Background: an optimization exercise with open tools, aiming at small area. Do not read the settings as production practice. For this run, only the layout was checked, not whether the RTL still works. Power is estimated from default activity; no workload was simulated.

### flow/config.mk
export PLATFORM = sky130hd
export DESIGN_NAME = servo_pwm_sweep_generator
export DESIGN_NICKNAME = servo_pwm_sweep_generator
export VERILOG_FILES = /design/flow/design.v
export SDC_FILE = /design/flow/constraint.sdc
export NUM_CORES = 4
export LEC_CHECK = 0
export CAP_MARGIN = 20
export CORE_MARGIN = 2
export CORE_UTILIZATION = 40
export CTS_BUF_LIST = sky130_fd_sc_hd__clkbuf_8
export SLEW_MARGIN = 20
export SYNTH_HIERARCHICAL = 1
### flow/constraint.sdc
create_clock -name core_clock -period 12.0 [get_ports {clk}]
set_input_delay 2.4000 -clock core_clock [delete_from_list [all_inputs] [get_ports {clk}]]
set_output_delay 2.4000 -clock core_clock [all_outputs]
set_load 0.01 [all_outputs]
### flow/design.v
package spwm_pkg;
  localparam int ANGLE_W = 8;
  localparam int SPAN_W  = 12;
  localparam int TICK_W  = 16;
  localparam int PPS_W   = 8;
  localparam int PROD_W  = ANGLE_W + SPAN_W;
  localparam int S91_W   = 19;
  localparam int DEFAULT_MAX_ANGLE = 180;
  localparam logic [TICK_W-1:0] PERIOD_RST    = 16'd20000;
  localparam logic [TICK_W-1:0] MIN_PULSE_RST = 16'd500;
  localparam logic [SPAN_W-1:0] SPAN_RST      = 12'd1900;
  localparam logic [PPS_W-1:0]  PPS_RST       = 8'd50;
  localparam logic [S91_W-1:0]  S91_RST       = 19'd172900;   
  typedef enum logic [1:0] {
    CFG_PERIOD    = 2'd0,
    CFG_MIN_PULSE = 2'd1,
    CFG_SPAN      = 2'd2,
    CFG_PPS       = 2'd3
  } cfg_idx_t;
  typedef enum logic {
    FUNC_TICK = 1'b0,
    FUNC_MOVE = 1'b1
  } func_t;
endpackage
import spwm_pkg::*;
module spwm_width (
  input  logic [ANGLE_W-1:0] angle,
  input  logic [18:0]        s91,
  input  logic [TICK_W-1:0]  min_pulse,
  input  logic [TICK_W-1:0]  period_n,      
  output logic [TICK_W-1:0]  high_width_n   
);
  wire pp1, pp2, pp3, pp4, pp5, pp6, pp7, pp8, pp9, pp10, pp11, pp12, pp13, pp14, pp15, pp16, pp17, pp18, pp19, pp20, pp21, pp22, pp23, pp24, pp25, pp26, pp27, pp28, pp29, pp30, pp31, pp32, pp33, pp34, pp35, pp36, pp37, pp38, pp39, pp40, pp41, pp42, pp43, pp44, pp45, pp46, pp47, pp48, pp49, pp50, pp51, pp52, pp53, pp54, pp55, pp56, pp57, pp58, pp59, pp60, pp61, pp62, pp63, pp64, pp65, pp66, pp67, pp68, pp69, pp70, pp71, pp72, pp73, pp74, pp75, pp76, pp77, pp78, pp79, pp80, pp81, pp82, pp83, pp84, pp85, pp86, pp87, pp88, pp89, pp90, pp91, pp92, pp93, pp94, pp95, pp96, pp97, pp98, pp99, pp100, pp101, pp102, pp103, pp104, pp105, pp106, pp107, pp108, pp109, pp110, pp111, pp112, pp113, pp114, pp115, pp116, pp117, pp118, pp119, pp120, pp121, pp122, pp123, pp124, pp125, pp126, pp127, pp128, pp129, pp130, pp131, pp132, pp133, pp134, hs135, hc136, fs137, fc138, fs139, fc140, fs141, fc142, fs143, fc144, fs145, fc146, fs147, fc148, fs149, fc150, fs151, fc152, fs153, fc154, fs155, fc156, fs157, fc158, fs159, fc160, hs161, hc162, hs163, hc164, fs165, fc166, hs167, hc168, fs169, fc170, fs171, fc172, fs173, fc174, fs175, fc176, fs177, fc178, fs179, fc180, fs181, fc182, fs183, fc184, fs185, fc186, fs187, fc188, fs189, fc190, fs191, fc192, fs193, fc194, fs195, fc196, fs197, fc198, fs199, fc200, fs201, fc202, fs203, fc204, fs205, fc206, fs207, fc208, fs209, fc210, fs211, fc212, fs213, fc214, fs215, fc216, fs217, fc218, fs219, fc220, fs221, fc222, fs223, fc224, fs225, fc226, fs227, fc228, fs229, fc230, hs231, hc232, fs233, fc234, fs235, fc236, fs237, fc238, fs239, fc240, fs241, fc242, fs243, fc244, fs245, fc246, fs247, fc248, fs249, fc250, fs251, fc252, fs253, fc254, fs255, fc256, fs257, fc258, fs259, fc260, fs261, fc262, fs263, fc264, fs265, fc266, fs267, fc268, fs269, fc270, hs271, hc272, fs273, fc274, fs275, fc276, fs277, fc278, fs279, fc280, fs281, fc282, fs283, fc284, fs285, fc286, fs287, fc288, fs289, fc290, fs291, fc292, fs293, fc294, fs295, fc296, fs297, fc298, fs299, fc300, fs301, fc302, fs303, fc304, fs305, fc306, fs307, fc308, fs309, fc310, fs311, fc312, fs313, fc314;
  assign pp1 = ~(angle[0] & s91[0]);
  assign pp2 = ~(angle[0] & s91[1]);
  assign pp3 = ~(angle[0] & s91[2]);
  assign pp4 = ~(angle[0] & s91[3]);
  assign pp5 = ~(angle[0] & s91[4]);
  assign pp6 = ~(angle[0] & s91[5]);
  assign pp7 = ~(angle[0] & s91[6]);
  assign pp8 = ~(angle[0] & s91[7]);
  assign pp9 = ~(angle[0] & s91[8]);
  assign pp10 = ~(angle[0] & s91[9]);
  assign pp11 = ~(angle[0] & s91[10]);
  assign pp12 = ~(angle[0] & s91[11]);
  assign pp13 = ~(angle[0] & s91[12]);
  assign pp14 = ~(angle[0] & s91[13]);
  assign pp15 = ~(angle[0] & s91[14]);
  assign pp16 = ~(angle[0] & s91[15]);
  assign pp17 = ~(angle[0] & s91[16]);
  assign pp18 = ~(angle[0] & s91[17]);
  assign pp19 = ~(angle[0] & s91[18]);
  assign pp20 = ~(angle[1] & s91[0]);
  assign pp21 = ~(angle[1] & s91[1]);
  assign pp22 = ~(angle[1] & s91[2]);
  assign pp23 = ~(angle[1] & s91[3]);
  assign pp24 = ~(angle[1] & s91[4]);
  assign pp25 = ~(angle[1] & s91[5]);
  assign pp26 = ~(angle[1] & s91[6]);
  assign pp27 = ~(angle[1] & s91[7]);
  assign pp28 = ~(angle[1] & s91[8]);
  assign pp29 = ~(angle[1] & s91[9]);
  assign pp30 = ~(angle[1] & s91[10]);
  assign pp31 = ~(angle[1] & s91[11]);
  assign pp32 = ~(angle[1] & s91[12]);
  assign pp33 = ~(angle[1] & s91[13]);
  assign pp34 = ~(angle[1] & s91[14]);
  assign pp35 = ~(angle[1] & s91[15]);
  assign pp36 = ~(angle[1] & s91[16]);
  assign pp37 = ~(angle[1] & s91[17]);
  assign pp38 = ~(angle[1] & s91[18]);
  assign pp39 = ~(angle[2] & s91[0]);
  assign pp40 = ~(angle[2] & s91[1]);
  assign pp41 = ~(angle[2] & s91[2]);
  assign pp42 = ~(angle[2] & s91[3]);
  assign pp43 = ~(angle[2] & s91[4]);
  assign pp44 = ~(angle[2] & s91[5]);
  assign pp45 = ~(angle[2] & s91[6]);
  assign pp46 = ~(angle[2] & s91[7]);
  assign pp47 = ~(angle[2] & s91[8]);
  assign pp48 = ~(angle[2] & s91[9]);
  assign pp49 = ~(angle[2] & s91[10]);
  assign pp50 = ~(angle[2] & s91[11]);
  assign pp51 = ~(angle[2] & s91[12]);
  assign pp52 = ~(angle[2] & s91[13]);
  assign pp53 = ~(angle[2] & s91[14]);
  assign pp54 = ~(angle[2] & s91[15]);
  assign pp55 = ~(angle[2] & s91[16]);
  assign pp56 = ~(angle[2] & s91[17]);
  assign pp57 = ~(angle[2] & s91[18]);
  assign pp58 = ~(angle[3] & s91[0]);
  assign pp59 = ~(angle[3] & s91[1]);
  assign pp60 = ~(angle[3] & s91[2]);
  assign pp61 = ~(angle[3] & s91[3]);
  assign pp62 = ~(angle[3] & s91[4]);
  assign pp63 = ~(angle[3] & s91[5]);
  assign pp64 = ~(angle[3] & s91[6]);
  assign pp65 = ~(angle[3] & s91[7]);
  assign pp66 = ~(angle[3] & s91[8]);
  assign pp67 = ~(angle[3] & s91[9]);
  assign pp68 = ~(angle[3] & s91[10]);
  assign pp69 = ~(angle[3] & s91[11]);
  assign pp70 = ~(angle[3] & s91[12]);
  assign pp71 = ~(angle[3] & s91[13]);
  assign pp72 = ~(angle[3] & s91[14]);
  assign pp73 = ~(angle[3] & s91[15]);
  assign pp74 = ~(angle[3] & s91[16]);
  assign pp75 = ~(angle[3] & s91[17]);
  assign pp76 = ~(angle[3] & s91[18]);
  assign pp77 = ~(angle[4] & s91[0]);
  assign pp78 = ~(angle[4] & s91[1]);
  assign pp79 = ~(angle[4] & s91[2]);
  assign pp80 = ~(angle[4] & s91[3]);
  assign pp81 = ~(angle[4] & s91[4]);
  assign pp82 = ~(angle[4] & s91[5]);
  assign pp83 = ~(angle[4] & s91[6]);
  assign pp84 = ~(angle[4] & s91[7]);
  assign pp85 = ~(angle[4] & s91[8]);
  assign pp86 = ~(angle[4] & s91[9]);
  assign pp87 = ~(angle[4] & s91[10]);
  assign pp88 = ~(angle[4] & s91[11]);
  assign pp89 = ~(angle[4] & s91[12]);
  assign pp90 = ~(angle[4] & s91[13]);
  assign pp91 = ~(angle[4] & s91[14]);
  assign pp92 = ~(angle[4] & s91[15]);
  assign pp93 = ~(angle[4] & s91[16]);
  assign pp94 = ~(angle[4] & s91[17]);
  assign pp95 = ~(angle[4] & s91[18]);
  assign pp96 = ~(angle[5] & s91[0]);
  assign pp97 = ~(angle[5] & s91[1]);
  assign pp98 = ~(angle[5] & s91[2]);
  assign pp99 = ~(angle[5] & s91[3]);
  assign pp100 = ~(angle[5] & s91[4]);
  assign pp101 = ~(angle[5] & s91[5]);
  assign pp102 = ~(angle[5] & s91[6]);
  assign pp103 = ~(angle[5] & s91[7]);
  assign pp104 = ~(angle[5] & s91[8]);
  assign pp105 = ~(angle[5] & s91[9]);
  assign pp106 = ~(angle[5] & s91[10]);
  assign pp107 = ~(angle[5] & s91[11]);
  assign pp108 = ~(angle[5] & s91[12]);
  assign pp109 = ~(angle[5] & s91[13]);
  assign pp110 = ~(angle[5] & s91[14]);
  assign pp111 = ~(angle[5] & s91[15]);
  assign pp112 = ~(angle[5] & s91[16]);
  assign pp113 = ~(angle[5] & s91[17]);
  assign pp114 = ~(angle[5] & s91[18]);
  assign pp115 = ~(angle[6] & s91[0]);
  assign pp116 = ~((angle[7] & s91[0]) | (angle[6] & s91[1]));
  assign pp117 = ~((angle[7] & s91[1]) | (angle[6] & s91[2]));
  assign pp118 = ~((angle[7] & s91[2]) | (angle[6] & s91[3]));
  assign pp119 = ~((angle[7] & s91[3]) | (angle[6] & s91[4]));
  assign pp120 = ~((angle[7] & s91[4]) | (angle[6] & s91[5]));
  assign pp121 = ~((angle[7] & s91[5]) | (angle[6] & s91[6]));
  assign pp122 = ~((angle[7] & s91[6]) | (angle[6] & s91[7]));
  assign pp123 = ~((angle[7] & s91[7]) | (angle[6] & s91[8]));
  assign pp124 = ~((angle[7] & s91[8]) | (angle[6] & s91[9]));
  assign pp125 = ~((angle[7] & s91[9]) | (angle[6] & s91[10]));
  assign pp126 = ~((angle[7] & s91[10]) | (angle[6] & s91[11]));
  assign pp127 = ~((angle[7] & s91[11]) | (angle[6] & s91[12]));
  assign pp128 = ~((angle[7] & s91[12]) | (angle[6] & s91[13]));
  assign pp129 = ~((angle[7] & s91[13]) | (angle[6] & s91[14]));
  assign pp130 = ~((angle[7] & s91[14]) | (angle[6] & s91[15]));
  assign pp131 = ~((angle[7] & s91[15]) | (angle[6] & s91[16]));
  assign pp132 = ~((angle[7] & s91[16]) | (angle[6] & s91[17]));
  assign pp133 = ~((angle[7] & s91[17]) | (angle[6] & s91[18]));
  assign pp134 = ~(angle[7] & s91[18]);
  spwm_fa u_hs135 (.a(pp7), .b(pp25), .ci(1'b1), .s(hs135), .co(hc136));
  spwm_fa u_fs137 (.a(pp8), .b(pp26), .ci(pp44), .s(fs137), .co(fc138));
  spwm_fa u_fs139 (.a(pp9), .b(pp27), .ci(pp45), .s(fs139), .co(fc140));
  spwm_fa u_fs141 (.a(pp10), .b(pp28), .ci(pp46), .s(fs141), .co(fc142));
  spwm_fa u_fs143 (.a(pp11), .b(pp29), .ci(pp47), .s(fs143), .co(fc144));
  spwm_fa u_fs145 (.a(pp12), .b(pp30), .ci(pp48), .s(fs145), .co(fc146));
  spwm_fa u_fs147 (.a(pp13), .b(pp31), .ci(pp49), .s(fs147), .co(fc148));
  spwm_fa u_fs149 (.a(pp14), .b(pp32), .ci(pp50), .s(fs149), .co(fc150));
  spwm_fa u_fs151 (.a(pp15), .b(pp33), .ci(pp51), .s(fs151), .co(fc152));
  spwm_fa u_fs153 (.a(pp16), .b(pp34), .ci(pp52), .s(fs153), .co(fc154));
  spwm_fa u_fs155 (.a(pp17), .b(pp35), .ci(pp53), .s(fs155), .co(fc156));
  spwm_fa u_fs157 (.a(pp18), .b(pp36), .ci(pp54), .s(fs157), .co(fc158));
  spwm_fa u_fs159 (.a(pp19), .b(pp37), .ci(pp55), .s(fs159), .co(fc160));
  spwm_fa u_hs161 (.a(pp38), .b(pp56), .ci(1'b1), .s(hs161), .co(hc162));
  spwm_fa u_hs163 (.a(pp5), .b(pp23), .ci(1'b1), .s(hs163), .co(hc164));
  spwm_fa u_fs165 (.a(pp6), .b(pp24), .ci(pp42), .s(fs165), .co(fc166));
  spwm_fa u_hs167 (.a(pp60), .b(pp78), .ci(1'b1), .s(hs167), .co(hc168));
  spwm_fa u_fs169 (.a(pp43), .b(pp61), .ci(pp79), .s(fs169), .co(fc170));
  spwm_fa u_fs171 (.a(pp97), .b(pp115), .ci(hs135), .s(fs171), .co(fc172));
  spwm_fa u_fs173 (.a(pp62), .b(pp80), .ci(pp98), .s(fs173), .co(fc174));
  spwm_fa u_fs175 (.a(pp116), .b(fs137), .ci(hc136), .s(fs175), .co(fc176));
  spwm_fa u_fs177 (.a(pp63), .b(pp81), .ci(pp99), .s(fs177), .co(fc178));
  spwm_fa u_fs179 (.a(pp117), .b(fs139), .ci(fc138), .s(fs179), .co(fc180));
  spwm_fa u_fs181 (.a(pp64), .b(pp82), .ci(pp100), .s(fs181), .co(fc182));
  spwm_fa u_fs183 (.a(pp118), .b(fs141), .ci(fc140), .s(fs183), .co(fc184));
  spwm_fa u_fs185 (.a(pp65), .b(pp83), .ci(pp101), .s(fs185), .co(fc186));
  spwm_fa u_fs187 (.a(pp119), .b(fs143), .ci(fc142), .s(fs187), .co(fc188));
  spwm_fa u_fs189 (.a(pp66), .b(pp84), .ci(pp102), .s(fs189), .co(fc190));
  spwm_fa u_fs191 (.a(pp120), .b(fs145), .ci(fc144), .s(fs191), .co(fc192));
  spwm_fa u_fs193 (.a(pp67), .b(pp85), .ci(pp103), .s(fs193), .co(fc194));
  spwm_fa u_fs195 (.a(pp121), .b(fs147), .ci(fc146), .s(fs195), .co(fc196));
  spwm_fa u_fs197 (.a(pp68), .b(pp86), .ci(pp104), .s(fs197), .co(fc198));
  spwm_fa u_fs199 (.a(pp122), .b(fs149), .ci(fc148), .s(fs199), .co(fc200));
  spwm_fa u_fs201 (.a(pp69), .b(pp87), .ci(pp105), .s(fs201), .co(fc202));
  spwm_fa u_fs203 (.a(pp123), .b(fs151), .ci(fc150), .s(fs203), .co(fc204));
  spwm_fa u_fs205 (.a(pp70), .b(pp88), .ci(pp106), .s(fs205), .co(fc206));
  spwm_fa u_fs207 (.a(pp124), .b(fs153), .ci(fc152), .s(fs207), .co(fc208));
  spwm_fa u_fs209 (.a(pp71), .b(pp89), .ci(pp107), .s(fs209), .co(fc210));
  spwm_fa u_fs211 (.a(pp125), .b(fs155), .ci(fc154), .s(fs211), .co(fc212));
  spwm_fa u_fs213 (.a(pp72), .b(pp90), .ci(pp108), .s(fs213), .co(fc214));
  spwm_fa u_fs215 (.a(pp126), .b(fs157), .ci(fc156), .s(fs215), .co(fc216));
  spwm_fa u_fs217 (.a(pp73), .b(pp91), .ci(pp109), .s(fs217), .co(fc218));
  spwm_fa u_fs219 (.a(pp127), .b(fs159), .ci(fc158), .s(fs219), .co(fc220));
  spwm_fa u_fs221 (.a(pp74), .b(pp92), .ci(pp110), .s(fs221), .co(fc222));
  spwm_fa u_fs223 (.a(pp128), .b(hs161), .ci(fc160), .s(fs223), .co(fc224));
  spwm_fa u_fs225 (.a(pp57), .b(pp75), .ci(pp93), .s(fs225), .co(fc226));
  spwm_fa u_fs227 (.a(pp111), .b(pp129), .ci(hc162), .s(fs227), .co(fc228));
  spwm_fa u_fs229 (.a(pp76), .b(pp94), .ci(pp112), .s(fs229), .co(fc230));
  spwm_fa u_hs231 (.a(pp4), .b(pp22), .ci(1'b1), .s(hs231), .co(hc232));
  spwm_fa u_fs233 (.a(pp41), .b(pp59), .ci(pp77), .s(fs233), .co(fc234));
  spwm_fa u_fs235 (.a(pp96), .b(fs165), .ci(hs167), .s(fs235), .co(fc236));
  spwm_fa u_fs237 (.a(fs169), .b(fs171), .ci(fc166), .s(fs237), .co(fc238));
  spwm_fa u_fs239 (.a(fs173), .b(fs175), .ci(fc170), .s(fs239), .co(fc240));
  spwm_fa u_fs241 (.a(fs177), .b(fs179), .ci(fc174), .s(fs241), .co(fc242));
  spwm_fa u_fs243 (.a(fs181), .b(fs183), .ci(fc178), .s(fs243), .co(fc244));
  spwm_fa u_fs245 (.a(fs185), .b(fs187), .ci(fc182), .s(fs245), .co(fc246));
  spwm_fa u_fs247 (.a(fs189), .b(fs191), .ci(fc186), .s(fs247), .co(fc248));
  spwm_fa u_fs249 (.a(fs193), .b(fs195), .ci(fc190), .s(fs249), .co(fc250));
  spwm_fa u_fs251 (.a(fs197), .b(fs199), .ci(fc194), .s(fs251), .co(fc252));
  spwm_fa u_fs253 (.a(fs201), .b(fs203), .ci(fc198), .s(fs253), .co(fc254));
  spwm_fa u_fs255 (.a(fs205), .b(fs207), .ci(fc202), .s(fs255), .co(fc256));
  spwm_fa u_fs257 (.a(fs209), .b(fs211), .ci(fc206), .s(fs257), .co(fc258));
  spwm_fa u_fs259 (.a(fs213), .b(fs215), .ci(fc210), .s(fs259), .co(fc260));
  spwm_fa u_fs261 (.a(fs217), .b(fs219), .ci(fc214), .s(fs261), .co(fc262));
  spwm_fa u_fs263 (.a(fs221), .b(fs223), .ci(fc218), .s(fs263), .co(fc264));
  spwm_fa u_fs265 (.a(fs225), .b(fs227), .ci(fc222), .s(fs265), .co(fc266));
  spwm_fa u_fs267 (.a(pp130), .b(fs229), .ci(fc226), .s(fs267), .co(fc268));
  spwm_fa u_fs269 (.a(pp95), .b(pp113), .ci(pp131), .s(fs269), .co(fc270));
  spwm_fa u_hs271 (.a(pp3), .b(pp21), .ci(1'b1), .s(hs271), .co(hc272));
  spwm_fa u_fs273 (.a(pp40), .b(pp58), .ci(hs231), .s(fs273), .co(fc274));
  spwm_fa u_fs275 (.a(hs163), .b(fs233), .ci(hc232), .s(fs275), .co(fc276));
  spwm_fa u_fs277 (.a(hc164), .b(fs235), .ci(fc234), .s(fs277), .co(fc278));
  spwm_fa u_fs279 (.a(hc168), .b(fs237), .ci(fc236), .s(fs279), .co(fc280));
  spwm_fa u_fs281 (.a(fc172), .b(fs239), .ci(fc238), .s(fs281), .co(fc282));
  spwm_fa u_fs283 (.a(fc176), .b(fs241), .ci(fc240), .s(fs283), .co(fc284));
  spwm_fa u_fs285 (.a(fc180), .b(fs243), .ci(fc242), .s(fs285), .co(fc286));
  spwm_fa u_fs287 (.a(fc184), .b(fs245), .ci(fc244), .s(fs287), .co(fc288));
  spwm_fa u_fs289 (.a(fc188), .b(fs247), .ci(fc246), .s(fs289), .co(fc290));
  spwm_fa u_fs291 (.a(fc192), .b(fs249), .ci(fc248), .s(fs291), .co(fc292));
  spwm_fa u_fs293 (.a(fc196), .b(fs251), .ci(fc250), .s(fs293), .co(fc294));
  spwm_fa u_fs295 (.a(fc200), .b(fs253), .ci(fc252), .s(fs295), .co(fc296));
  spwm_fa u_fs297 (.a(fc204), .b(fs255), .ci(fc254), .s(fs297), .co(fc298));
  spwm_fa u_fs299 (.a(fc208), .b(fs257), .ci(fc256), .s(fs299), .co(fc300));
  spwm_fa u_fs301 (.a(fc212), .b(fs259), .ci(fc258), .s(fs301), .co(fc302));
  spwm_fa u_fs303 (.a(fc216), .b(fs261), .ci(fc260), .s(fs303), .co(fc304));
  spwm_fa u_fs305 (.a(fc220), .b(fs263), .ci(fc262), .s(fs305), .co(fc306));
  spwm_fa u_fs307 (.a(fc224), .b(fs265), .ci(fc264), .s(fs307), .co(fc308));
  spwm_fa u_fs309 (.a(fc228), .b(fs267), .ci(fc266), .s(fs309), .co(fc310));
  spwm_fa u_fs311 (.a(fc230), .b(fs269), .ci(fc268), .s(fs311), .co(fc312));
  spwm_fa u_fs313 (.a(pp114), .b(pp132), .ci(fc270), .s(fs313), .co(fc314));
  wire [25:0] ra = {~pp134, ~pp133, ~fs313, ~fs311, ~fs309, ~fs307, ~fs305, ~fs303, ~fs301, ~fs299, ~fs297, ~fs295, ~fs293, ~fs291, ~fs289, ~fs287, ~fs285, ~fs283, ~fs281, ~fs279, ~fs277, ~fs275, ~fs273, ~pp39, ~pp2, ~pp1};
  wire [25:0] rb = {1'b0, ~fc314, ~fc312, ~fc310, ~fc308, ~fc306, ~fc304, ~fc302, ~fc300, ~fc298, ~fc296, ~fc294, ~fc292, ~fc290, ~fc288, ~fc286, ~fc284, ~fc282, ~fc280, ~fc278, ~fc276, ~fc274, ~hc272, ~hs271, ~pp20, 1'b0};
  wire [26:0] v;
  wire vag0_0 = ra[0] & rb[0];
  wire vap0_0 = ra[0] ^ rb[0];
  wire vag1_1 = ra[1] & rb[1];
  wire vap1_1 = ra[1] ^ rb[1];
  wire vag2_2 = ra[2] & rb[2];
  wire vap2_2 = ra[2] ^ rb[2];
  wire vag3_3 = ra[3] & rb[3];
  wire vap3_3 = ra[3] ^ rb[3];
  wire vag4_4 = ra[4] & rb[4];
  wire vap4_4 = ra[4] ^ rb[4];
  wire vag5_5 = ra[5] & rb[5];
  wire vap5_5 = ra[5] ^ rb[5];
  wire vag6_6 = ra[6] & rb[6];
  wire vap6_6 = ra[6] ^ rb[6];
  wire vag7_7 = ra[7] & rb[7];
  wire vap7_7 = ra[7] ^ rb[7];
  wire vag8_8 = ra[8] & rb[8];
  wire vap8_8 = ra[8] ^ rb[8];
  wire vag9_9 = ra[9] & rb[9];
  wire vap9_9 = ra[9] ^ rb[9];
  wire vag10_10 = ra[10] & rb[10];
  wire vap10_10 = ra[10] ^ rb[10];
  wire vag11_11 = ra[11] & rb[11];
  wire vap11_11 = ra[11] ^ rb[11];
  wire vag12_12 = ra[12] & rb[12];
  wire vap12_12 = ra[12] ^ rb[12];
  wire vag13_13 = ra[13] & rb[13];
  wire vap13_13 = ra[13] ^ rb[13];
  wire vag14_14 = ra[14] & rb[14];
  wire vap14_14 = ra[14] ^ rb[14];
  wire vag15_15 = ra[15] & rb[15];
  wire vap15_15 = ra[15] ^ rb[15];
  wire vag16_16 = ra[16] & rb[16];
  wire vap16_16 = ra[16] ^ rb[16];
  wire vag17_17 = ra[17] & rb[17];
  wire vap17_17 = ra[17] ^ rb[17];
  wire vag18_18 = ra[18] & rb[18];
  wire vap18_18 = ra[18] ^ rb[18];
  wire vag19_19 = ra[19] & rb[19];
  wire vap19_19 = ra[19] ^ rb[19];
  wire vag20_20 = ra[20] & rb[20];
  wire vap20_20 = ra[20] ^ rb[20];
  wire vag21_21 = ra[21] & rb[21];
  wire vap21_21 = ra[21] ^ rb[21];
  wire vag22_22 = ra[22] & rb[22];
  wire vap22_22 = ra[22] ^ rb[22];
  wire vag23_23 = ra[23] & rb[23];
  wire vap23_23 = ra[23] ^ rb[23];
  wire vag24_24 = ra[24] & rb[24];
  wire vap24_24 = ra[24] ^ rb[24];
  wire vag25_25 = ra[25] & rb[25];
  wire vap25_25 = ra[25] ^ rb[25];
  wire vag0_1 = vag1_1 | (vap1_1 & vag0_0);
  wire vap0_1 = vap1_1 & vap0_0;
  wire vag2_3 = vag3_3 | (vap3_3 & vag2_2);
  wire vap2_3 = vap3_3 & vap2_2;
  wire vag4_5 = vag5_5 | (vap5_5 & vag4_4);
  wire vap4_5 = vap5_5 & vap4_4;
  wire vag6_7 = vag7_7 | (vap7_7 & vag6_6);
  wire vap6_7 = vap7_7 & vap6_6;
  wire vag8_9 = vag9_9 | (vap9_9 & vag8_8);
  wire vap8_9 = vap9_9 & vap8_8;
  wire vag10_11 = vag11_11 | (vap11_11 & vag10_10);
  wire vap10_11 = vap11_11 & vap10_10;
  wire vag12_13 = vag13_13 | (vap13_13 & vag12_12);
  wire vap12_13 = vap13_13 & vap12_12;
  wire vag14_15 = vag15_15 | (vap15_15 & vag14_14);
  wire vap14_15 = vap15_15 & vap14_14;
  wire vag16_17 = vag17_17 | (vap17_17 & vag16_16);
  wire vap16_17 = vap17_17 & vap16_16;
  wire vag18_19 = vag19_19 | (vap19_19 & vag18_18);
  wire vap18_19 = vap19_19 & vap18_18;
  wire vag20_21 = vag21_21 | (vap21_21 & vag20_20);
  wire vap20_21 = vap21_21 & vap20_20;
  wire vag22_23 = vag23_23 | (vap23_23 & vag22_22);
  wire vap22_23 = vap23_23 & vap22_22;
  wire vag24_25 = vag25_25 | (vap25_25 & vag24_24);
  wire vap24_25 = vap25_25 & vap24_24;
  wire vag0_3 = vag2_3 | (vap2_3 & vag0_1);
  wire vap0_3 = vap2_3 & vap0_1;
  wire vag4_7 = vag6_7 | (vap6_7 & vag4_5);
  wire vap4_7 = vap6_7 & vap4_5;
  wire vag8_11 = vag10_11 | (vap10_11 & vag8_9);
  wire vap8_11 = vap10_11 & vap8_9;
  wire vag12_15 = vag14_15 | (vap14_15 & vag12_13);
  wire vap12_15 = vap14_15 & vap12_13;
  wire vag16_19 = vag18_19 | (vap18_19 & vag16_17);
  wire vap16_19 = vap18_19 & vap16_17;
  wire vag20_23 = vag22_23 | (vap22_23 & vag20_21);
  wire vap20_23 = vap22_23 & vap20_21;
  wire vag0_7 = vag4_7 | (vap4_7 & vag0_3);
  wire vap0_7 = vap4_7 & vap0_3;
  wire vag8_15 = vag12_15 | (vap12_15 & vag8_11);
  wire vap8_15 = vap12_15 & vap8_11;
  wire vag16_23 = vag20_23 | (vap20_23 & vag16_19);
  wire vap16_23 = vap20_23 & vap16_19;
  wire vag0_15 = vag8_15 | (vap8_15 & vag0_7);
  wire vap0_15 = vap8_15 & vap0_7;
  wire vag0_23 = vag16_23 | (vap16_23 & vag0_15);
  wire vap0_23 = vap16_23 & vap0_15;
  wire vag0_11 = vag8_11 | (vap8_11 & vag0_7);
  wire vap0_11 = vap8_11 & vap0_7;
  wire vag0_19 = vag16_19 | (vap16_19 & vag0_15);
  wire vap0_19 = vap16_19 & vap0_15;
  wire vag0_5 = vag4_5 | (vap4_5 & vag0_3);
  wire vap0_5 = vap4_5 & vap0_3;
  wire vag0_9 = vag8_9 | (vap8_9 & vag0_7);
  wire vap0_9 = vap8_9 & vap0_7;
  wire vag0_13 = vag12_13 | (vap12_13 & vag0_11);
  wire vap0_13 = vap12_13 & vap0_11;
  wire vag0_17 = vag16_17 | (vap16_17 & vag0_15);
  wire vap0_17 = vap16_17 & vap0_15;
  wire vag0_21 = vag20_21 | (vap20_21 & vag0_19);
  wire vap0_21 = vap20_21 & vap0_19;
  wire vag0_25 = vag24_25 | (vap24_25 & vag0_23);
  wire vap0_25 = vap24_25 & vap0_23;
  wire vag0_2 = vag2_2 | (vap2_2 & vag0_1);
  wire vap0_2 = vap2_2 & vap0_1;
  wire vag0_4 = vag4_4 | (vap4_4 & vag0_3);
  wire vap0_4 = vap4_4 & vap0_3;
  wire vag0_6 = vag6_6 | (vap6_6 & vag0_5);
  wire vap0_6 = vap6_6 & vap0_5;
  wire vag0_8 = vag8_8 | (vap8_8 & vag0_7);
  wire vap0_8 = vap8_8 & vap0_7;
  wire vag0_10 = vag10_10 | (vap10_10 & vag0_9);
  wire vap0_10 = vap10_10 & vap0_9;
  wire vag0_12 = vag12_12 | (vap12_12 & vag0_11);
  wire vap0_12 = vap12_12 & vap0_11;
  wire vag0_14 = vag14_14 | (vap14_14 & vag0_13);
  wire vap0_14 = vap14_14 & vap0_13;
  wire vag0_16 = vag16_16 | (vap16_16 & vag0_15);
  wire vap0_16 = vap16_16 & vap0_15;
  wire vag0_18 = vag18_18 | (vap18_18 & vag0_17);
  wire vap0_18 = vap18_18 & vap0_17;
  wire vag0_20 = vag20_20 | (vap20_20 & vag0_19);
  wire vap0_20 = vap20_20 & vap0_19;
  wire vag0_22 = vag22_22 | (vap22_22 & vag0_21);
  wire vap0_22 = vap22_22 & vap0_21;
  wire vag0_24 = vag24_24 | (vap24_24 & vag0_23);
  wire vap0_24 = vap24_24 & vap0_23;
  assign v = {vag0_25, vap25_25 ^ vag0_24, vap24_24 ^ vag0_23, vap23_23 ^ vag0_22, vap22_22 ^ vag0_21, vap21_21 ^ vag0_20, vap20_20 ^ vag0_19, vap19_19 ^ vag0_18, vap18_18 ^ vag0_17, vap17_17 ^ vag0_16, vap16_16 ^ vag0_15, vap15_15 ^ vag0_14, vap14_14 ^ vag0_13, vap13_13 ^ vag0_12, vap12_12 ^ vag0_11, vap11_11 ^ vag0_10, vap10_10 ^ vag0_9, vap9_9 ^ vag0_8, vap8_8 ^ vag0_7, vap7_7 ^ vag0_6, vap6_6 ^ vag0_5, vap5_5 ^ vag0_4, vap4_4 ^ vag0_3, vap3_3 ^ vag0_2, vap2_2 ^ vag0_1, vap1_1 ^ vag0_0, vap0_0 ^ 1'b0};
  wire [11:0] h = v[25:14];
  wire [11:0] l = v[13:2];
  wire [11:0] g1 = h & l;
  wire [11:0] p1 = h | l;
  wire [5:0]  g2, p2;
  wire [2:0]  g3, p3;
  for (genvar k = 0; k < 6; k++) begin : g_t2
    assign g2[k] = g1[2*k+1] | (p1[2*k+1] & g1[2*k]);
    assign p2[k] = p1[2*k+1] & p1[2*k];
  end
  for (genvar k = 0; k < 3; k++) begin : g_t3
    assign g3[k] = g2[2*k+1] | (p2[2*k+1] & g2[2*k]);
    assign p3[k] = p2[2*k+1] & p2[2*k];
  end
  wire c = g3[2] | (p3[2] & (g3[1] | (p3[1] & (g3[0] | p3[0]))));
  wire [16:0] s0;
  wire sag0_0 = min_pulse[0] & h[0];
  wire sap0_0 = min_pulse[0] ^ h[0];
  wire sag1_1 = min_pulse[1] & h[1];
  wire sap1_1 = min_pulse[1] ^ h[1];
  wire sag2_2 = min_pulse[2] & h[2];
  wire sap2_2 = min_pulse[2] ^ h[2];
  wire sag3_3 = min_pulse[3] & h[3];
  wire sap3_3 = min_pulse[3] ^ h[3];
  wire sag4_4 = min_pulse[4] & h[4];
  wire sap4_4 = min_pulse[4] ^ h[4];
  wire sag5_5 = min_pulse[5] & h[5];
  wire sap5_5 = min_pulse[5] ^ h[5];
  wire sag6_6 = min_pulse[6] & h[6];
  wire sap6_6 = min_pulse[6] ^ h[6];
  wire sag7_7 = min_pulse[7] & h[7];
  wire sap7_7 = min_pulse[7] ^ h[7];
  wire sag8_8 = min_pulse[8] & h[8];
  wire sap8_8 = min_pulse[8] ^ h[8];
  wire sag9_9 = min_pulse[9] & h[9];
  wire sap9_9 = min_pulse[9] ^ h[9];
  wire sag10_10 = min_pulse[10] & h[10];
  wire sap10_10 = min_pulse[10] ^ h[10];
  wire sag11_11 = min_pulse[11] & h[11];
  wire sap11_11 = min_pulse[11] ^ h[11];
  wire sag12_12 = min_pulse[12] & 1'b0;
  wire sap12_12 = min_pulse[12] ^ 1'b0;
  wire sag13_13 = min_pulse[13] & 1'b0;
  wire sap13_13 = min_pulse[13] ^ 1'b0;
  wire sag14_14 = min_pulse[14] & 1'b0;
  wire sap14_14 = min_pulse[14] ^ 1'b0;
  wire sag15_15 = min_pulse[15] & 1'b0;
  wire sap15_15 = min_pulse[15] ^ 1'b0;
  wire sag0_1 = sag1_1 | (sap1_1 & sag0_0);
  wire sap0_1 = sap1_1 & sap0_0;
  wire sag2_3 = sag3_3 | (sap3_3 & sag2_2);
  wire sap2_3 = sap3_3 & sap2_2;
  wire sag4_5 = sag5_5 | (sap5_5 & sag4_4);
  wire sap4_5 = sap5_5 & sap4_4;
  wire sag6_7 = sag7_7 | (sap7_7 & sag6_6);
  wire sap6_7 = sap7_7 & sap6_6;
  wire sag8_9 = sag9_9 | (sap9_9 & sag8_8);
  wire sap8_9 = sap9_9 & sap8_8;
  wire sag10_11 = sag11_11 | (sap11_11 & sag10_10);
  wire sap10_11 = sap11_11 & sap10_10;
  wire sag12_13 = sag13_13 | (sap13_13 & sag12_12);
  wire sap12_13 = sap13_13 & sap12_12;
  wire sag14_15 = sag15_15 | (sap15_15 & sag14_14);
  wire sap14_15 = sap15_15 & sap14_14;
  wire sag0_3 = sag2_3 | (sap2_3 & sag0_1);
  wire sap0_3 = sap2_3 & sap0_1;
  wire sag4_7 = sag6_7 | (sap6_7 & sag4_5);
  wire sap4_7 = sap6_7 & sap4_5;
  wire sag8_11 = sag10_11 | (sap10_11 & sag8_9);
  wire sap8_11 = sap10_11 & sap8_9;
  wire sag12_15 = sag14_15 | (sap14_15 & sag12_13);
  wire sap12_15 = sap14_15 & sap12_13;
  wire sag0_7 = sag4_7 | (sap4_7 & sag0_3);
  wire sap0_7 = sap4_7 & sap0_3;
  wire sag8_15 = sag12_15 | (sap12_15 & sag8_11);
  wire sap8_15 = sap12_15 & sap8_11;
  wire sag0_15 = sag8_15 | (sap8_15 & sag0_7);
  wire sap0_15 = sap8_15 & sap0_7;
  wire sag0_11 = sag8_11 | (sap8_11 & sag0_7);
  wire sap0_11 = sap8_11 & sap0_7;
  wire sag0_5 = sag4_5 | (sap4_5 & sag0_3);
  wire sap0_5 = sap4_5 & sap0_3;
  wire sag0_9 = sag8_9 | (sap8_9 & sag0_7);
  wire sap0_9 = sap8_9 & sap0_7;
  wire sag0_13 = sag12_13 | (sap12_13 & sag0_11);
  wire sap0_13 = sap12_13 & sap0_11;
  wire sag0_2 = sag2_2 | (sap2_2 & sag0_1);
  wire sap0_2 = sap2_2 & sap0_1;
  wire sag0_4 = sag4_4 | (sap4_4 & sag0_3);
  wire sap0_4 = sap4_4 & sap0_3;
  wire sag0_6 = sag6_6 | (sap6_6 & sag0_5);
  wire sap0_6 = sap6_6 & sap0_5;
  wire sag0_8 = sag8_8 | (sap8_8 & sag0_7);
  wire sap0_8 = sap8_8 & sap0_7;
  wire sag0_10 = sag10_10 | (sap10_10 & sag0_9);
  wire sap0_10 = sap10_10 & sap0_9;
  wire sag0_12 = sag12_12 | (sap12_12 & sag0_11);
  wire sap0_12 = sap12_12 & sap0_11;
  wire sag0_14 = sag14_14 | (sap14_14 & sag0_13);
  wire sap0_14 = sap14_14 & sap0_13;
  assign s0 = {sag0_15, sap15_15 ^ sag0_14, sap14_14 ^ sag0_13, sap13_13 ^ sag0_12, sap12_12 ^ sag0_11, sap11_11 ^ sag0_10, sap10_10 ^ sag0_9, sap9_9 ^ sag0_8, sap8_8 ^ sag0_7, sap7_7 ^ sag0_6, sap6_6 ^ sag0_5, sap5_5 ^ sag0_4, sap4_4 ^ sag0_3, sap3_3 ^ sag0_2, sap2_2 ^ sag0_1, sap1_1 ^ sag0_0, sap0_0 ^ 1'b0};
  wire [16:0] ones;
  for (genvar k = 0; k < 17; k++) begin : g_inc
    if (k == 0) begin : g_0
      assign ones[k] = c;
    end else begin : g_k
      assign ones[k] = c & (&s0[k-1:0]);
    end
  end
  wire [16:0] sum = s0 ^ ones;
  wire [16:0] rs;
  wire [16:0] rc;
  spwm_ha u_room0 (.a(period_n[0]), .b(min_pulse[0]), .s(rs[0]), .co(rc[1]));
  for (genvar k = 1; k < 16; k++) begin : g_room
    spwm_fa u_room (.a(period_n[k]), .b(min_pulse[k]), .ci(rc[k]), .s(rs[k]), .co(rc[k+1]));
  end
  assign rs[16] = rc[16];
  wire        room_neg = rs[16];
  wire        room_big = ~&rs[15:12];
  wire [12:0] gt;
  assign gt[0] = 1'b0;
  for (genvar k = 0; k < 12; k++) begin : g_gt
    assign gt[k+1] = (h[k] & rs[k]) | (h[k] & gt[k]) | (rs[k] & gt[k]);
  end
  wire        h_gt = gt[12];
  wire        h_eq = &(h ^ rs[11:0]);
  wire        over = room_neg | (!room_big & (h_gt | (c & h_eq)));
  assign high_width_n = over ? period_n : ~sum[15:0];
endmodule
module spwm_fa (
  input  logic a,
  input  logic b,
  input  logic ci,
  output logic s,
  output logic co
);
  assign s  = a ^ b ^ ci;
  assign co = (a & b) | (ci & (a ^ b));
endmodule
module spwm_ha (
  input  logic a,
  input  logic b,
  output logic s,
  output logic co
);
  assign s  = a ^ b;
  assign co = a & b;
endmodule
module spwm_maj (
  input  logic a,
  input  logic b,
  input  logic c,
  output logic y
);
  assign y = (a & b) | (a & c) | (b & c);
endmodule
import spwm_pkg::*;
module servo_pwm_sweep_generator (
  input  logic        clk,
  input  logic        rst_n,
  input  logic        in_tvalid,
  output logic        in_tready,
  input  logic [15:0] in_tdata,
  input  logic        in_tuser,
  output logic        out_tvalid,
  input  logic        out_tready,
  output logic [15:0] out_tdata,
  input  logic        cfg_valid,
  output logic        cfg_ready,
  input  logic [1:0]  cfg_index,
  input  logic [15:0] cfg_data
);
  function automatic logic [7:0] step8(input logic [7:0] a, input logic up,
                                       input logic en);
    logic [7:0] r;
    logic       c;
    integer     i;
    begin
      c = en;
      for (i = 0; i < 8; i = i + 1) begin
        r[i] = a[i] ^ c;
        c    = c & ~(a[i] ^ up);
      end
      step8 = r;
    end
  endfunction
  function automatic logic [7:0] clamp180(input logic [7:0] x);
    logic gt;
    begin
      gt = x[7] & (x[6] | (x[5] & x[4] & (x[3] | (x[2] & (x[1] | x[0])))));
      clamp180 = gt ? 8'd180 : x;
    end
  endfunction
  logic [S91_W-1:0] s91_new;
  wire ts1, tc2, ts3, tc4, ts5, tc6, ts7, tc8, ts9, tc10, ts11, tc12;
  wire ts13, tc14, ts15, tc16, ts17, tc18, ts19, tc20, ts21, tc22, ts23, tc24;
  wire ts25, tc26, ts27, tc28, ts29, tc30, ts31, tc32, ts33, tc34, ts35, tc36;
  wire ts37, tc38, ts39, tc40, ts41, tc42, ts43, tc44, ts45, tc46, ts47, tc48;
  wire ts49, tc50, ts51, tc52, ts53, tc54, ts55, tc56, ts57, tc58, ts59, tc60;
  wire ts61, tc62, ts63, tc64, ts65, tc66, ts67, tc68, ts69, tc70, ts71, tc72;
  wire ts73, tc74, ts75, tc76, ts77, tc78, ts79, tc80, ts81, tc82, ts83, tc84;
  wire ts85, tc86, ts87, tc88, ts89, tc90, ts91, tc92, ts93, tc94, ts95, tc96;
  spwm_ha u_ts1 (.a(cfg_data[0]), .b(cfg_data[2]), .s(ts1), .co(tc2));
  spwm_fa u_ts3 (.a(cfg_data[1]), .b(cfg_data[3]), .ci(cfg_data[4]), .s(ts3), .co(tc4));
  spwm_fa u_ts5 (.a(cfg_data[2]), .b(cfg_data[4]), .ci(cfg_data[5]), .s(ts5), .co(tc6));
  spwm_fa u_ts7 (.a(cfg_data[3]), .b(cfg_data[5]), .ci(cfg_data[6]), .s(ts7), .co(tc8));
  spwm_fa u_ts9 (.a(cfg_data[4]), .b(cfg_data[6]), .ci(cfg_data[7]), .s(ts9), .co(tc10));
  spwm_fa u_ts11 (.a(cfg_data[5]), .b(cfg_data[7]), .ci(cfg_data[8]), .s(ts11), .co(tc12));
  spwm_ha u_ts13 (.a(cfg_data[6]), .b(cfg_data[8]), .s(ts13), .co(tc14));
  spwm_ha u_ts15 (.a(cfg_data[0]), .b(cfg_data[1]), .s(ts15), .co(tc16));
  spwm_fa u_ts17 (.a(cfg_data[1]), .b(cfg_data[2]), .ci(cfg_data[4]), .s(ts17), .co(tc18));
  spwm_fa u_ts19 (.a(cfg_data[3]), .b(cfg_data[5]), .ci(cfg_data[6]), .s(ts19), .co(tc20));
  spwm_fa u_ts21 (.a(cfg_data[6]), .b(cfg_data[7]), .ci(ts3), .s(ts21), .co(tc22));
  spwm_fa u_ts23 (.a(cfg_data[7]), .b(cfg_data[8]), .ci(ts5), .s(ts23), .co(tc24));
  spwm_fa u_ts25 (.a(cfg_data[8]), .b(cfg_data[9]), .ci(ts7), .s(ts25), .co(tc26));
  spwm_fa u_ts27 (.a(cfg_data[9]), .b(cfg_data[10]), .ci(ts9), .s(ts27), .co(tc28));
  spwm_fa u_ts29 (.a(cfg_data[10]), .b(cfg_data[11]), .ci(ts11), .s(ts29), .co(tc30));
  spwm_fa u_ts31 (.a(cfg_data[9]), .b(cfg_data[11]), .ci(ts13), .s(ts31), .co(tc32));
  spwm_fa u_ts33 (.a(cfg_data[7]), .b(cfg_data[9]), .ci(cfg_data[10]), .s(ts33), .co(tc34));
  spwm_ha u_ts35 (.a(cfg_data[8]), .b(cfg_data[10]), .s(ts35), .co(tc36));
  spwm_ha u_ts37 (.a(cfg_data[0]), .b(cfg_data[2]), .s(ts37), .co(tc38));
  spwm_fa u_ts39 (.a(cfg_data[3]), .b(cfg_data[4]), .ci(ts15), .s(ts39), .co(tc40));
  spwm_fa u_ts41 (.a(cfg_data[5]), .b(ts17), .ci(tc16), .s(ts41), .co(tc42));
  spwm_fa u_ts43 (.a(ts1), .b(ts19), .ci(tc18), .s(ts43), .co(tc44));
  spwm_fa u_ts45 (.a(tc2), .b(ts21), .ci(tc20), .s(ts45), .co(tc46));
  spwm_fa u_ts47 (.a(tc4), .b(ts23), .ci(tc22), .s(ts47), .co(tc48));
  spwm_fa u_ts49 (.a(tc6), .b(ts25), .ci(tc24), .s(ts49), .co(tc50));
  spwm_fa u_ts51 (.a(tc8), .b(ts27), .ci(tc26), .s(ts51), .co(tc52));
  spwm_fa u_ts53 (.a(tc10), .b(ts29), .ci(tc28), .s(ts53), .co(tc54));
  spwm_fa u_ts55 (.a(tc12), .b(ts31), .ci(tc30), .s(ts55), .co(tc56));
  spwm_fa u_ts57 (.a(tc14), .b(ts33), .ci(tc32), .s(ts57), .co(tc58));
  spwm_fa u_ts59 (.a(cfg_data[11]), .b(ts35), .ci(tc34), .s(ts59), .co(tc60));
  spwm_fa u_ts61 (.a(cfg_data[9]), .b(cfg_data[11]), .ci(tc36), .s(ts61), .co(tc62));
  spwm_ha u_ts63 (.a(cfg_data[0]), .b(cfg_data[1]), .s(ts63), .co(tc64));
  spwm_fa u_ts65 (.a(cfg_data[1]), .b(cfg_data[2]), .ci(tc64), .s(ts65), .co(tc66));
  spwm_fa u_ts67 (.a(cfg_data[3]), .b(ts37), .ci(tc66), .s(ts67), .co(tc68));
  spwm_fa u_ts69 (.a(ts39), .b(tc38), .ci(tc68), .s(ts69), .co(tc70));
  spwm_fa u_ts71 (.a(ts41), .b(tc40), .ci(tc70), .s(ts71), .co(tc72));
  spwm_fa u_ts73 (.a(ts43), .b(tc42), .ci(tc72), .s(ts73), .co(tc74));
  spwm_fa u_ts75 (.a(ts45), .b(tc44), .ci(tc74), .s(ts75), .co(tc76));
  spwm_fa u_ts77 (.a(ts47), .b(tc46), .ci(tc76), .s(ts77), .co(tc78));
  spwm_fa u_ts79 (.a(ts49), .b(tc48), .ci(tc78), .s(ts79), .co(tc80));
  spwm_fa u_ts81 (.a(ts51), .b(tc50), .ci(tc80), .s(ts81), .co(tc82));
  spwm_fa u_ts83 (.a(ts53), .b(tc52), .ci(tc82), .s(ts83), .co(tc84));
  spwm_fa u_ts85 (.a(ts55), .b(tc54), .ci(tc84), .s(ts85), .co(tc86));
  spwm_fa u_ts87 (.a(ts57), .b(tc56), .ci(tc86), .s(ts87), .co(tc88));
  spwm_fa u_ts89 (.a(ts59), .b(tc58), .ci(tc88), .s(ts89), .co(tc90));
  spwm_fa u_ts91 (.a(ts61), .b(tc60), .ci(tc90), .s(ts91), .co(tc92));
  spwm_fa u_ts93 (.a(cfg_data[10]), .b(tc62), .ci(tc92), .s(ts93), .co(tc94));
  spwm_ha u_ts95 (.a(cfg_data[11]), .b(tc94), .s(ts95), .co(tc96));
  assign s91_new = {tc96, ts95, ts93, ts91, ts89, ts87, ts85, ts83, ts81, ts79, ts77, ts75, ts73, ts71, ts69, ts67, ts65, ts63, cfg_data[0]};
  logic [TICK_W-1:0]  period_n, min_pulse_r;
  logic [S91_W-1:0]   s91_r;      
  logic [PPS_W-1:0]   pps_n;
  logic [TICK_W-1:0]  tick_r;
  logic [PPS_W-1:0]   pcount_r;
  logic [ANGLE_W-1:0] angle_r, goal_n;
  logic [TICK_W-1:0]  width_n;
  logic               moving_r;
  logic               out_valid_r, pin_r, reject_r, stepped_r;
  logic               up_r;       
  logic               in_acc, is_move, move_ok, tick_mv;
  logic [ANGLE_W-1:0] start_cl, target_cl, a_step, a_load, shown;
  logic [TICK_W:0]    tick_inc;
  logic [PPS_W-1:0]   pcount_inc;
  logic               wrap, pwrap, at_goal, up, step, stop;
  logic [TICK_W-1:0]  new_width_n;
  logic               pin_lt;
  assign cfg_ready  = 1'b1;
  assign in_tready  = !out_valid_r || out_tready;
  assign in_acc     = in_tvalid && in_tready;
  assign is_move    = in_tuser;
  assign move_ok    = is_move && !moving_r;
  assign tick_mv    = !is_move && moving_r;
  assign start_cl   = clamp180(in_tdata[7:0]);
  assign target_cl  = clamp180(in_tdata[15:8]);
  logic [TICK_W:0] tick_cy;
  logic [PPS_W:0]  pcount_cy;
  assign tick_inc[0]   = ~tick_r[0];
  assign tick_cy[1]    = tick_r[0];
  assign pcount_inc[0] = ~pcount_r[0];
  assign pcount_cy[1]  = pcount_r[0];
  for (genvar i = 1; i < TICK_W; i++) begin : g_tick_inc
    spwm_ha u_ha (.a(tick_r[i]), .b(tick_cy[i]), .s(tick_inc[i]), .co(tick_cy[i+1]));
  end
  assign tick_inc[TICK_W] = tick_cy[TICK_W];
  for (genvar i = 1; i < PPS_W; i++) begin : g_pcount_inc
    spwm_ha u_ha (.a(pcount_r[i]), .b(pcount_cy[i]), .s(pcount_inc[i]), .co(pcount_cy[i+1]));
  end
  logic [TICK_W:0]    wrap_nb, pin_nb;
  logic [PPS_W:0]     pwrap_nb;
  logic [ANGLE_W:0]   up_nb;
  logic [ANGLE_W-1:0] target_n;
  assign wrap_nb[0]  = 1'b1;
  assign pin_nb[0]   = 1'b1;
  assign pwrap_nb[0] = 1'b1;
  assign up_nb[0]    = 1'b1;
  for (genvar i = 0; i < TICK_W; i++) begin : g_cmp16
    spwm_maj u_wrap (.a(tick_inc[i]), .b(period_n[i]), .c(wrap_nb[i]), .y(wrap_nb[i+1]));
    spwm_maj u_pin  (.a(tick_r[i]),   .b(width_n[i]),  .c(pin_nb[i]),  .y(pin_nb[i+1]));
  end
  for (genvar i = 0; i < PPS_W; i++) begin : g_cmp8
    spwm_maj u_pwrap (.a(pcount_inc[i]), .b(pps_n[i]),  .c(pwrap_nb[i]), .y(pwrap_nb[i+1]));
    spwm_maj u_up    (.a(start_cl[i]),   .b(target_n[i]), .c(up_nb[i]),  .y(up_nb[i+1]));
  end
  assign wrap       = tick_inc[TICK_W] | wrap_nb[TICK_W];
  assign pwrap      = pwrap_nb[PPS_W];
  assign pin_lt     = ~pin_nb[TICK_W];
  assign at_goal    = &(angle_r ^ goal_n);
  assign target_n   = ~target_cl;
  assign up         = up_r;
  assign step       = tick_mv && wrap && pwrap && !at_goal;
  assign stop       = tick_mv && wrap && pwrap && at_goal;
  assign a_step     = step8(angle_r, up, 1'b1);
  assign a_load     = is_move ? start_cl : a_step;
  spwm_width u_width (
    .angle      (a_load),
    .s91        (s91_r),
    .min_pulse  (min_pulse_r),
    .period_n   (period_n),
    .high_width_n (new_width_n)
  );
  always_ff @(posedge clk) begin
    if (!rst_n) begin
      period_n    <= ~PERIOD_RST;
      min_pulse_r <= MIN_PULSE_RST;
      s91_r       <= S91_RST;
      pps_n       <= ~PPS_RST;
    end else if (cfg_valid) begin
      case (cfg_index)
        CFG_PERIOD:    period_n    <= ~cfg_data;
        CFG_MIN_PULSE: min_pulse_r <= cfg_data;
        CFG_SPAN:      s91_r       <= s91_new;
        default:       pps_n       <= ~cfg_data[PPS_W-1:0];
      endcase
    end
  end
  always_ff @(posedge clk) begin
    if (!rst_n) begin
      moving_r    <= 1'b0;
      angle_r     <= '0;
      out_valid_r <= 1'b0;
    end else begin
      out_valid_r <= in_acc || (out_valid_r && !out_tready);
      if (in_acc) begin
        if (move_ok) begin
          moving_r <= 1'b1;
          angle_r  <= start_cl;
        end else if (stop) begin
          moving_r <= 1'b0;
        end else if (step) begin
          angle_r  <= a_step;
        end
      end
    end
  end
  always_ff @(posedge clk) begin
    if (in_acc) begin
      if (move_ok) begin
        goal_n   <= target_n;
        up_r     <= ~up_nb[ANGLE_W];
        tick_r   <= '0;
        pcount_r <= '0;
      end else if (tick_mv) begin
        if (wrap) begin
          tick_r   <= '0;
          pcount_r <= pwrap ? '0 : pcount_inc;
        end else begin
          tick_r   <= tick_inc[TICK_W-1:0];
        end
      end
      if (move_ok || step) width_n <= new_width_n;
      pin_r     <= tick_mv && pin_lt;
      reject_r  <= is_move && moving_r;
      stepped_r <= step;
    end
  end
  assign shown = step8(angle_r, !up_r, stepped_r);
  assign out_tvalid = out_valid_r;
  assign out_tdata  = {5'b0, reject_r, moving_r, shown, pin_r};
endmodule
### flow/flow/run.sh
#!/bin/bash
# The standard layout, with the port buffers that buffer_ports puts on every
# input and output made the smallest buffer cell. Each tool's full output goes
# to a log file of its own in this folder (ORFS's own step logs stay under
# orfs/logs/).
set -euo pipefail
export BUFFER_PORTS_ARGS="-buffer_cell sky130_fd_sc_hd__buf_1"
bash standard.sh finish > standard_flow.log 2>&1
### flow/standard.sh
#!/bin/bash
# synth_recipe.tcl (not shown) runs the flow's synth.tcl, then flattens the netlist and writes it again
# the make line also repeats each setting of config.mk as NAME=value (left out here)
make -C /OpenROAD-flow-scripts/flow DESIGN_CONFIG=/design/flow/config.mk WORK_HOME=/design/flow/orfs CLKGATE_MAP_FILE= SYNTH_SCRIPT=/design/flow/synth_recipe.tcl "${@:-finish}"
==> out/metrics.csv <==
stage;metric;value;unit
worst_setup_path;endpoint_kind;flop;
cts;cts_buffer_depth;2;
detailed_routing;wl;28.2;mm
synth;ys_top_cells_by_count;252 x nand2_1, 164 x fa_1, 81 x ha_1;
synth;synthCells;1240;
synth;avgSynthCellArea;9.84;um2
worst_setup_path;worst_setup_path_start_kind;input pin;
cts;cts_resized;0;
worst_setup_path;cp_max_fo;6;
cts;cts_root_buffer;clkbuf_8;
sta;tightest_slew;1.03;ns
worst_setup_path;critPathSlowestCell;fa_1;
layout;fill_cells;2894;
floorplan;die-height;179;um
power;seqPwrFrac;14.0;%
synth;ys_async_sr_fraction;0;%
sta;timing.final.max_slew_violations;0;
power;comb_power_share;77.2;%
sta;fin_crit;11.30;ns
synth;synth_ff_type;dfxtp_1;
sta;grt_setup_unrepaired;false;
synth;netlist.area_leader.share;26.9;%
cts;clock_latency;0.45;ns
floorplan;die_area;31900;um2
place;post-place-ws;0.288;ns
sta;relSlewSlack;31.1;%
power;power.share.switching;48.1;%
layout;drive_above_1_share;10.1;%
layout;stdcell_count;1667;
global_routing;grt.total_usage;18.9;%
synth;synthMostInstantiatedCell;nand2_1;
detailed_routing;ant_nets;0;
worst_setup_path;cp_data_arrival_time;11.48;ns
sta;fmax;0.0885;GHz
synth;ys_types;77;
status;status;timing/DRC/antenna clean;
power;p_clk_share;8.8;%
worst_setup_path;cpMostUsedCell;fa_1;
cts;numCtsBuffers;17;
min_path;holdCritPathClass;reg2reg;
layout;synthToLayoutAreaGrowth;7.61;%
sta;hold_viol_final;0;
flow_run;drv_cap;0;
cts;cts_max_level;4;
cts;cts_hold_buf;0;
global_routing;grt_max_degree;37;
synth;ys_warn_count;7;
global_routing;grt_pass1_vias;9004;
synth;synth-seq-cells;121;
sta;setup-violations-final;0;
sta;fin_ws;0.704;ns
synth;synth_edf_count;52;
power;cellPowerDensity;331;nW/um2
synth;ys_seq_area_share;24.1;%
cts;path_clk_slew;0.08;ns
place;gp_congestion;0.913;
synth;synth_top_area_cell;fa_1;
floorplan;core;29800;um2
power;ir_drop;0.000236;V
power;p_sw;0.00209;W
layout;multi_input_area;8640;um2
cts;post_cts_buffers;0;
global_routing;grt_overflow;0;
place;port_buffers;52;
detailed_routing;drt-initial-drc-count;496;
layout;fin_nets;1549;
sta;tns;0;ns
floorplan;die_width;179;um
detailed_routing;post_drt_wl_per_cell;16.9;um
synth;netlist_area;12200;um2
detailed_routing;dr_total_vias;8768;
worst_setup_path;cpPeakStageDelay;0.58;ns
place;numPlacedInstances;1635;
place;post-dp-hpwl;22.4;mm
synth;yosys-top-cells-area;fa_1 27%, edfxtp_1 13%, dfxtp_1 11%;
cts;clock-sinks;121;
detailed_routing;routed_via_density;5.26;
sta;finalCritPeriodShare;94.1;%
worst_setup_path;critical_path_class;in2reg;
sta;skew;0.0167;ns
layout;register_area;2940;um2
layout;antenna_cells;0;
floorplan;num_rows;63;
detailed_routing;dr.pass1.iters;5;
floorplan;start_util;40.9;%
power;leakagePower;5.20;nW
worst_setup_path;worstPathRequired;12.18;ns
global_routing;grt_pass1_wl;46.8;mm
detailed_routing;drc;0;
floorplan;io_pins;59;
cts;cts_tree;yes;
sta;holdWs;0.499;ns
global_routing;antenna_found_initial;0;
power;power.internal;0.00225;W
kinds of logic after synthesis:
family                   after synthesis  synth area share [%]
AND/OR/NAND/NOR                      410                  15.1
adder cells (fa/ha/maj)              293                  39.7
AO/OA/AOI/OAI                        197                  10.8
buffers and inverters                157                  5.62
flip-flops                           121                  24.1
XOR/XNOR                              52                  3.92
multiplexers                           7                 0.636
other                                  3                0.0923
sequential cells by signal, summed over array words and instances (netlist names):
name	flops
pcount_r	8
goal_n	8
min_pulse_r	16
pin_r	1
width_n	16
up_r	1
reject_r	1
tick_r	16
s91_r	19
moving_r	1
out_valid_r	1
angle_r	8
period_n	16
pps_n	8
stepped_r	1
worst max-delay path, delay by kind of cell:
family / cells / cell delay [ns]
compound gates: 19 / 3.25
fa+ha+maj: 8 / 3.65
buf+inv: 4 / 0.40
simple gates: 10 / 1.77
area by class of cell:
| cell class | count | share of cell area [%] |
|---|---|---|
| tap | 390 | 3.72 |
| sequential | 121 | 22.4 |
| clock inverter | 15 | 1.29 |
| timing repair buffer | 72 | 2.73 |
| inverter | 77 | 2.20 |
| multi-input combinational | 975 | 65.9 |
| clock buffer | 17 | 1.78 |
placed cells by master, fill, tap and decap left out, types with 4 or more instances in the layout:
| master | count |
|---|---|
| o211ai_1 | 21 |
| o31ai_1 | 5 |
| nand4_1 | 7 |
| xor2_1 | 22 |
| a22oi_1 | 19 |
| a21o_1 | 9 |
| nor3_1 | 10 |
| inv_1 | 76 |
| or2_2 | 5 |
| fa_1 | 164 |
| nand3_1 | 22 |
| dfxtp_1 | 69 |
| a21oi_1 | 63 |
| a211oi_1 | 10 |
| edfxtp_1 | 52 |
| clkinvlp_4 | 5 |
| o21ai_0 | 25 |
| nand2b_1 | 9 |
| xnor2_1 | 27 |
| nand2_1 | 252 |
| and3_1 | 5 |
| o21ai_1 | 5 |
| ha_1 | 81 |
| clkbuf_8 | 17 |
| nor2_1 | 39 |
| conb_1 | 16 |
| mux2i_1 | 4 |
| maj3_2 | 48 |
| nor4_1 | 8 |
| and2_1 | 29 |
| o21a_1 | 5 |
| buf_1 | 52 |
| buf_4 | 19 |
| nor2b_1 | 8 |
per-module statistics from Yosys (local to each module, per instance):
module	cells inside	area, um2	times used	flip-flops and latches
spwm_width	501	3220	1	0
spwm_maj	1	11.3	48	0
spwm_fa	1	20.0	146	0
servo_pwm_sweep_generator	515	5130	1	121
spwm_ha	1	12.5	30	0
worst paths after layout:
check | startpoint | end | slack [ns] | cells past startpoint
worst max-delay path | in_tdata[3] | width_n[14]$_DFFE_PP_ | 0.70 | 41
worst min-delay path | pps_n[0]$_SDFFE_PN1P_ | pps_n[0]$_SDFFE_PN1P_ | 0.50 | 2
worst max register to register | up_r$_DFFE_PP_ | width_n[14]$_DFFE_PP_ | 2.12 | 40
worst min register to register | pps_n[0]$_SDFFE_PN1P_ | pps_n[0]$_SDFFE_PN1P_ | 0.50 | 2
metal layers:
metal,GRT usage (%),vias up,routed length [um]
li1,-,4216,-
met1,26.1,4303,13400
met2,30.9,216,13100
met3,3.03,33,1230
met4,5.05,0,527
met5,0,-,0
power groups by stage:
stage	sequential [W]	clock, W	combinational [W]
3_5_place_dp	0.000619	0	0.00335
6_report	0.000608	0.000383	0.00335
3_3_place_gp	0.000617	0	0.00329
4_1_cts	0.000609	0.000391	0.00337
5_1_grt	0.000615	0.000407	0.00378
2_1_floorplan	0.000589	0	0.00258
metrics by stage:
step	utilization (%)	total power (W)	area (um2)
after floorplan	-	0.00317	12200
after global routing	44.0	0.00480	13100
after detailed placement	42.6	0.00397	12700
after CTS	44.0	0.00437	13100
after global placement	42.6	0.00390	12700
final	44.0	0.00434	13100

==> port drivers added, routing unchanged <==
Ports are ideal in the flow. The routed layout listed here was re-timed in OpenROAD.
Step 1, drivers: a clkbuf_16 drives clk and a buf_2 each remaining input, both assumed.
Step 2 adds t to the input delays and takes it off the output delays; t is the mean of the earliest and latest rising clock arrival at the registers after step 1. Input paths then give back, and output paths get back, about the clock's delay inside the block.
Slacks: no drivers / after step 1 / after step 2; pairs: no drivers / after step 1.
shift t [ns]: 0.487
slack for setup (ns): 0.704 / 0.724 / 0.237
hold slack, ns: 0.499 / 0.499 / 0.499
After both steps setup and hold are still met in this run. For this run, drivers alone change the setup slack by +0.020 ns; drivers and shift together by -0.467 ns.
